This is an optimization exercise on Yosys and OpenROAD, whose aim is small area, a short achievable clock period and few clock cycles per item, not a production implementation. In this exercise RTL edits were held to simulation tests only and were not proved equivalent to the original. Power figures rest on the tool's default switching activity, not on a simulated workload.

### flow/design.v
module mlp_sequencer #(
   parameter int N1        = 98,
   parameter int N2        = 10,
   parameter int W_K       = 4,
   parameter int W_X       = 8,
   parameter int W_OUT     = 16,
   parameter int ACT_SHIFT = 4,
   parameter int OUT_SHIFT = 8
) (
   input  logic                         clk,
   input  logic                         rstn,
   input  logic                         s_valid,
   output logic                         s_ready,
   input  logic [W_X-1:0]               s_data,
   output logic                         m_valid,
   input  logic                         m_ready,
   output logic [W_OUT-1:0]             m_data,
   output logic                         busy,
   output logic [1:0]                   w_sel,
   output logic [$clog2(N2+1)-1:0]      w_neuron,
   output logic [$clog2(N1/2+1)-1:0]    w_idx,
   input  logic [W_K-1:0]               w_data,
   output logic [W_K-1:0]               tanh_idx,
   input  logic [W_OUT-1:0]             tanh_data
);
   localparam int HALF   = N1 / 2;
   localparam int NEU_W  = $clog2(N2 + 1);
   localparam int IDX_W  = $clog2(N1 / 2 + 1);
   localparam int ACC1_W = W_X + W_K + $clog2(N1 + 2) - 1;    
   localparam int ACC2_W = W_OUT + W_K + $clog2(N2 + 1) - 1;  
   localparam int XW     = (W_OUT > W_X) ? W_OUT : W_X;
   localparam int PW     = XW + W_K;
   localparam int P1W    = W_X + W_K;
   localparam logic signed [ACC1_W-1:0] T_MAX = ACC1_W'(2 ** (W_K - 1) - 1);
   localparam logic signed [ACC1_W-1:0] T_MIN = ACC1_W'(-(2 ** (W_K - 1)));
   localparam logic [1:0] PH_L1 = 2'd0, PH_L2 = 2'd1, PH_CLR = 2'd2;
   logic [1:0]              r_ph;
   logic                    r_act;      
   logic [3:0]              r_pcnt;     
   logic                    r_fresh;    
   logic                    r_fin;      
   logic [1:0]              r_sel;
   logic [NEU_W-1:0]        r_neu;      
   logic [IDX_W-1:0]        r_idx;
   logic signed [XW-1:0]    r_x;
   logic signed [PW-1:0]    r_prod;
   logic [W_K-1:0]          r_t;
   logic signed [ACC2_W-1:0] r_acc2;
   logic                    r_m_valid;
   logic [N2*ACC1_W-1:0]    r_ring;
   logic                    w_free, w_bias_end, w_bias_start, w_rdy, w_acc, w_clr;
   logic signed [ACC1_W-1:0] w_head, w_sum, w_sh;
   logic signed [ACC2_W-1:0] w_p2;
   logic [W_K-1:0]          r_t_next;
   assign w_head = r_ring[ACC1_W-1:0];
   assign w_free       = !r_act || r_pcnt == 4'd9;
   assign w_bias_end   = r_act && r_idx == IDX_W'(HALF);
   assign w_bias_start = r_idx == IDX_W'(HALF - 1) && !r_fresh;
   always_comb begin
      case (r_ph)
         PH_L1:   w_rdy = w_free && !w_bias_start && !(w_bias_end && r_sel[0]);
         PH_L2:   w_rdy = r_pcnt == 4'd12;
         PH_CLR:  w_rdy = r_pcnt == 4'd9;
         default: w_rdy = 1'b0;
      endcase
   end
   assign s_ready = rstn && w_rdy;
   assign busy    = rstn && !w_rdy;
   assign w_acc   = s_valid && w_rdy;
   assign w_sel    = r_sel;
   assign w_neuron = r_neu;
   assign w_idx    = r_idx;
   assign tanh_idx = r_t;
   assign m_valid  = r_m_valid;
   assign m_data   = W_OUT'(r_acc2 >>> OUT_SHIFT);
   assign w_clr = r_ph == PH_CLR || (r_ph == PH_L2 && r_pcnt != 4'd15) || r_fin;
   assign w_sum = w_clr ? '0 : w_head + ACC1_W'($signed(r_prod[P1W-1:0]));
   assign w_p2  = ACC2_W'(r_prod);
   always_comb begin
      w_sh = w_head >>> ACT_SHIFT;
      if (w_sh > T_MAX)      r_t_next = W_K'(2 ** W_K - 1);
      else if (w_sh < T_MIN) r_t_next = '0;
      else                                      r_t_next = W_K'(w_sh) ^ W_K'(2 ** (W_K - 1));
   end
   always_ff @(posedge clk) begin
      r_ring <= {w_sum, r_ring[N2*ACC1_W-1:ACC1_W]};
      r_prod <= $signed(w_data) * r_x;
      r_t    <= r_t_next;
      if ((r_ph == PH_L2 && r_pcnt >= 4'd3 && r_pcnt <= 4'd12) || r_fin)
         r_acc2 <= (r_ph == PH_L2 && r_pcnt == 4'd3 ? '0 : r_acc2) + w_p2;
   end
   always_ff @(posedge clk) begin
      if (!rstn) begin
         r_ph      <= PH_CLR;
         r_act     <= 1'b0;
         r_pcnt    <= '0;
         r_fresh   <= 1'b1;
         r_fin     <= 1'b0;
         r_sel     <= '0;
         r_neu     <= '0;
         r_idx     <= '0;
         r_x       <= '0;
         r_m_valid <= 1'b0;
      end else begin
         r_neu <= (r_neu == NEU_W'(N2 - 1)) ? '0 : r_neu + 1'b1;
         r_fin <= r_ph == PH_L2 && r_pcnt == 4'd12;
         if (r_fin) r_m_valid <= 1'b1;
         else if (m_ready) r_m_valid <= 1'b0;
         if (w_rdy) begin
            r_act  <= 1'b0;
            r_x    <= '0;
            r_pcnt <= '0;
            if (r_ph != PH_L1) begin
               r_ph    <= PH_L1;
               r_sel   <= '0;
               r_idx   <= '0;
               r_fresh <= 1'b1;
            end else if (w_bias_end) begin
               r_sel   <= 2'd1;
               r_idx   <= '0;
               r_fresh <= 1'b1;
            end
            if (w_acc) begin
               r_fresh <= 1'b0;
               if (!r_fresh && r_ph == PH_L1 && !w_bias_end) r_idx <= r_idx + 1'b1;
               if (r_ph == PH_L1 && w_bias_end) r_sel <= 2'd1;
               r_x   <= XW'($signed(s_data));
               r_act <= |s_data;
            end
         end else begin
            case (r_ph)
               PH_L1: begin
                  if (!w_free) r_pcnt <= r_pcnt + 1'b1;
                  else if (w_bias_start) begin
                     r_act   <= 1'b1;
                     r_pcnt  <= '0;
                     r_idx   <= IDX_W'(HALF);
                     r_x     <= XW'(1);
                     r_fresh <= 1'b1;
                  end else begin
                     r_act  <= 1'b0;
                     r_x    <= '0;
                     r_ph   <= PH_L2;
                     r_pcnt <= 4'd15;
                     r_sel  <= 2'd2;
                  end
               end
               PH_L2: begin
                  if (r_pcnt == 4'd15) begin
                     r_idx <= IDX_W'(r_neu);
                     if (!r_m_valid) r_pcnt <= '0;
                  end else begin
                     r_pcnt <= r_pcnt + 1'b1;
                     if (r_pcnt >= 4'd2 && r_pcnt <= 4'd10)
                        r_idx <= (r_idx == IDX_W'(N2 - 1)) ? '0 : r_idx + 1'b1;
                     else if (r_pcnt == 4'd11)
                        r_idx <= IDX_W'(N2);
                     if (r_pcnt >= 4'd1 && r_pcnt <= 4'd10) r_x <= $signed(tanh_data);
                     else if (r_pcnt == 4'd11)             r_x <= XW'(1);
                     else                                  r_x <= '0;
                  end
               end
               default: r_pcnt <= r_pcnt + 1'b1;    
            endcase
         end
      end
   end
endmodule
### flow/run.sh
#!/bin/bash
# synth_recipe.tcl (not shown) runs the flow's synth.tcl, then flattens the netlist and writes it again
# the make line also repeats each setting of config.mk as NAME=value (left out here)
make -C /OpenROAD-flow-scripts/flow DESIGN_CONFIG=/design/flow/config.mk WORK_HOME=/design/flow/orfs CLKGATE_MAP_FILE= SYNTH_SCRIPT=/design/flow/synth_recipe.tcl finish
### flow/config.mk
export PLATFORM = sky130hd
export DESIGN_NAME = mlp_sequencer
export DESIGN_NICKNAME = mlp_sequencer
export VERILOG_FILES = /design/flow/design.v
export SDC_FILE = /design/flow/constraint.sdc
export NUM_CORES = 4
export LEC_CHECK = 0
export CAP_MARGIN = 20
export CORE_MARGIN = 2
export CORE_UTILIZATION = 40
export SLEW_MARGIN = 20
### flow/constraint.sdc
create_clock -name core_clock -period 8.0 [get_ports {clk}]
set_input_delay 1.6000 -clock core_clock [delete_from_list [all_inputs] [get_ports {clk}]]
set_output_delay 1.6000 -clock core_clock [all_outputs]
set_load 0.01 [all_outputs]
==> notes.md <==
[cell usage after synthesis (6+ instances only)]
cell type,number,share of area (%)
nor2_1,70,2.3
nand2_1,62,2.0
xnor2_1,43,3.3
o21a_1,16,1.1
ha_1,85,9.4
o31ai_1,6,0.40
o21ai_0,36,1.6
inv_1,51,1.7
edfxtp_1,23,6.1
dfxtp_1,242,43
a21o_1,23,1.5
a31oi_1,13,0.72
nand2b_1,12,0.66
clkbuf_1,13,0.43
buf_4,16,1.1
and2_1,68,3.7
a222oi_1,6,0.53
nor3_1,19,0.84
a211oi_1,7,0.46
a21oi_1,65,2.9
and3_1,7,0.39
nand4_1,7,0.39
o21bai_1,13,0.86
fa_1,35,6.2
xor2_1,11,0.85
nor2b_1,6,0.33
nand3_1,18,0.79
[power by group through the flow]
stage / Clock, mW / Combinational (mW) / Sequential (mW)
final: 1.35 / 1.95 / 1.96
after global routing: 1.44 / 2.23 / 2.01
after CTS: 1.39 / 1.97 / 1.97
after detailed placement: 0 / 1.95 / 2.00
after global placement: 0 / 1.94 / 1.99
after floorplan: 0 / 1.56 / 1.90
[routing by layer]
layer  routed length [um]  up-vias  global-route usage [%]
li1                     -     3851                       -
met1                10700     3493                    19.9
met2                 9170      138                    22.9
met3                  965       37                    2.63
met4                  488        0                    3.92
met5                    0        -                       0
[final cells by class]
class | instances | share of cell area, %
clock buffers | 32 | 5.78
clock inverters | 18 | 1.71
inverters | 53 | 1.54
multi-input cells | 715 | 40.7
flip-flops and latches | 265 | 41.7
well taps | 378 | 3.56
repair buffers | 67 | 5.03
[cell families after synthesis]
family / synth area share [%]
xor gates and xnor gates: 4.16
muxes: 0.374
DFF: 48.7
adders and majority gates: 15.5
and+or+nand+nor: 13.7
AOI/OAI and AO/OA: 13.8
buffers and inverters: 3.71
[sequential cells by signal, summed over array words and instances (netlist names), 2 cells and up]
| signal | count |
|---|---|
| r_acc2 | 23 |
| r_idx | 6 |
| r_neu | 4 |
| r_pcnt | 4 |
| r_ph | 2 |
| r_prod | 20 |
| r_ring | 180 |
| r_sel | 2 |
| r_t | 4 |
| r_x | 16 |
[worst max path at each step]
stage | slack, ps | startpoint | endpoint | cells after the start
finish | 2290 | w_data[2] | r_prod[19]$_DFF_P_ | 16
global route | 1960 | w_data[2] | r_prod[19]$_DFF_P_ | 16
CTS | 2270 | w_data[2] | r_prod[19]$_DFF_P_ | 16
detailed placement | 1680 | w_data[2] | r_prod[19]$_DFF_P_ | 16
global placement | 1720 | w_data[2] | r_prod[19]$_DFF_P_ | 16
floorplan | 2750 | w_data[2] | r_prod[19]$_DFF_P_ | 16
==> impl_metrics.yaml <==
critical_path:
  crit_chain: "clkdlybuf4s50_1 -> nand2_1 -> fa_1 -> fa_1 -> fa_1 -> inv_1 -> ha_1 -> inv_1 -> fa_1 -> nor2b_1 -> o21a_1 -> o21ai_0 -> a2111oi_0 -> nor4b_1 -> o21bai_1 -> xnor2_1"
  required_ps: 8470
  critPathArrivalTime_ps: 6190
  cp_slowest_cell: "clkdlybuf4s50_1"
  reg2reg_to: "r_acc2[21]$_DFFE_PP_"
  critPathKind: "input port to flip-flop"
  cpPeakStageDelay_ps: 770
  r2r-start: "r_ph[0]$_SDFFE_PN0P_"
  r2r_setup_slack_ps: 3560
  worst_setup_path_start_kind: "input port"
  cp-end-kind: "flip-flop"
  cpMostUsedCell: "fa_1"
  crit_family: "adder cells"
  ff2ff_path_depth: 11
  crit_buf_inv: 3
  critPathMaxFanout: 16
yosys:
  synthCells: 1071
  synthFlopType: "dfxtp_1"
  syn_area_per_cell_sq_um: 10.6
  yosysUniqueCellTypes: 81
  yosysWarnings: 1
  synth_edf_count: 23
  syn-cell-area_sq_mm: 0.0114
  ys_seq_area_share_pct: 48.7
  synth_fp_nets: 1223
  ys_ff_latch: 265
  ys_async_sr_fraction_pct: 0
cts:
  htreeDepth: 1
  root_buffer: "clkbuf_16"
  cts_buffers: 27
  post_cts_buffers: 0
  cts-resized-gates: 0
  clk_latency_ps: 550
  clk_path_buf_depth: 3
  hold_buffers: 0
  cts_tree: "done"
  cts_sinks: 265
  clkSlewWorstSetupHoldPaths_ps: 60
timing:
  layout_setup_ws_ps: 2290
  setup_violations: 0
  fin_crit_sh_pct: 71.4
  rsz0062_at_grt: "false"
  max_slew_margin_pct: 43.0
  fmax_ghz: 0.175
  fin_crit_ps: 5710
  slew_violations: 0
  fin_skew_ps: 23.0
  worst_slew_pin_slew_ps: 853
  final_hold_viol_count: 0
  hold_ws_ps: 317
  fin_setup_tns_ps: 0
drt:
  dr.pass1.iters: 5
  via_count: 7519
  drt-wirelength-per-cell_um: 13.9
  drcViolationCount: 0
  antenna_left: 0
  drt_iter0_drc: 354
  vias_per_cell: 4.92
  wirelength_um: 21300
grt:
  grt_pass1_vias: 7370
  grt_max_degree: 24
  grt_antenna_before_repair: 0
  gr-total-overflow: 0
  grtUsageTotal_pct: 14.3
  grt_first_pass_wirelength_um: 36000
final_layout:
  final_cell_mix: "242 x dfxtp_1, 85 x ha_1, 70 x nor2_1"
  areaGrowthSynthToFinish_pct: 16.9
  fillers: 2562
  finalNetCount: 1281
  layout_commonest_cell: "dfxtp_1"
  drive_above_1_share_pct: 6.09
  diodes: 0
  seq_area_sq_mm: 0.00554
  multi_input_area_sq_mm: 0.00540
  design_area_sq_mm: 0.0133
  stdcell_count: 1528
  utilization_pct: 47.7
power:
  switchingPower_mw: 1.81
  ir_drop_v: 0.000173
  clockPowerShare_pct: 25.6
  p_total_mw: 5.26
  power_frac_seq_pct: 37.3
  leakage_nw: 5.51
  p_int_mw: 3.45
  p_per_area_mw_per_mm2: 396
  comb_power_share_pct: 37.1
  power.share.switching_pct: 34.4
floorplanning:
  ios: 67
  die_y_um: 173
  dieWidth_um: 173
  die-area_sq_mm: 0.0298
  num_rows: 61
  core_area_sq_mm: 0.0279
  initial_utilization_pct: 40.8
min_path:
  min_path_cells: 0
  whs_endpoint: "r_ring[86]$_DFF_P_"
  min_from: "r_ring[104]$_DFF_P_"
  hold_class: "flip-flop to flip-flop"
placement:
  hpwl_um: 15500
  gp_routability_congestion: 0.819
  dpl_cell_area_sq_mm: 0.0123
  dp_slack_ps: 1680
  io_buffers: 66
  placed_cells_incl_taps: 1478
job:
  maxCapViolations: 0
run_status:
  status: "no timing/DRC/antenna violations"
Testbench counts, summed over its fixed seeds: cycles 89,862, items 96.

what the ideal ports hide:
No port has a modelled driver above. Below, the same layout with a new extraction and two added sets of constraints. Step 1 assumes that a clkbuf_16 drives the clock port and a buf_2 every other input. Step 2 times the ports against the registers' clock, not the clock port: input delays grow and output delays shrink by t, the midpoint of the rising clock arrivals with the driver on. a / b / c = ideal ports / drivers / drivers and shift; a / b = the first two.
t (ns): 0.583
setup slack, ns: 2.288 / 2.310 / 1.726
hold WS [ns]: 0.317 / 0.317 / 0.317
worst setup path after step 2: input to register
cell pins on the clock port's net: 1
After both steps setup and hold are still met in this run. The setup slack of this run moves by +0.022 ns with the drivers and by -0.562 ns with both steps.
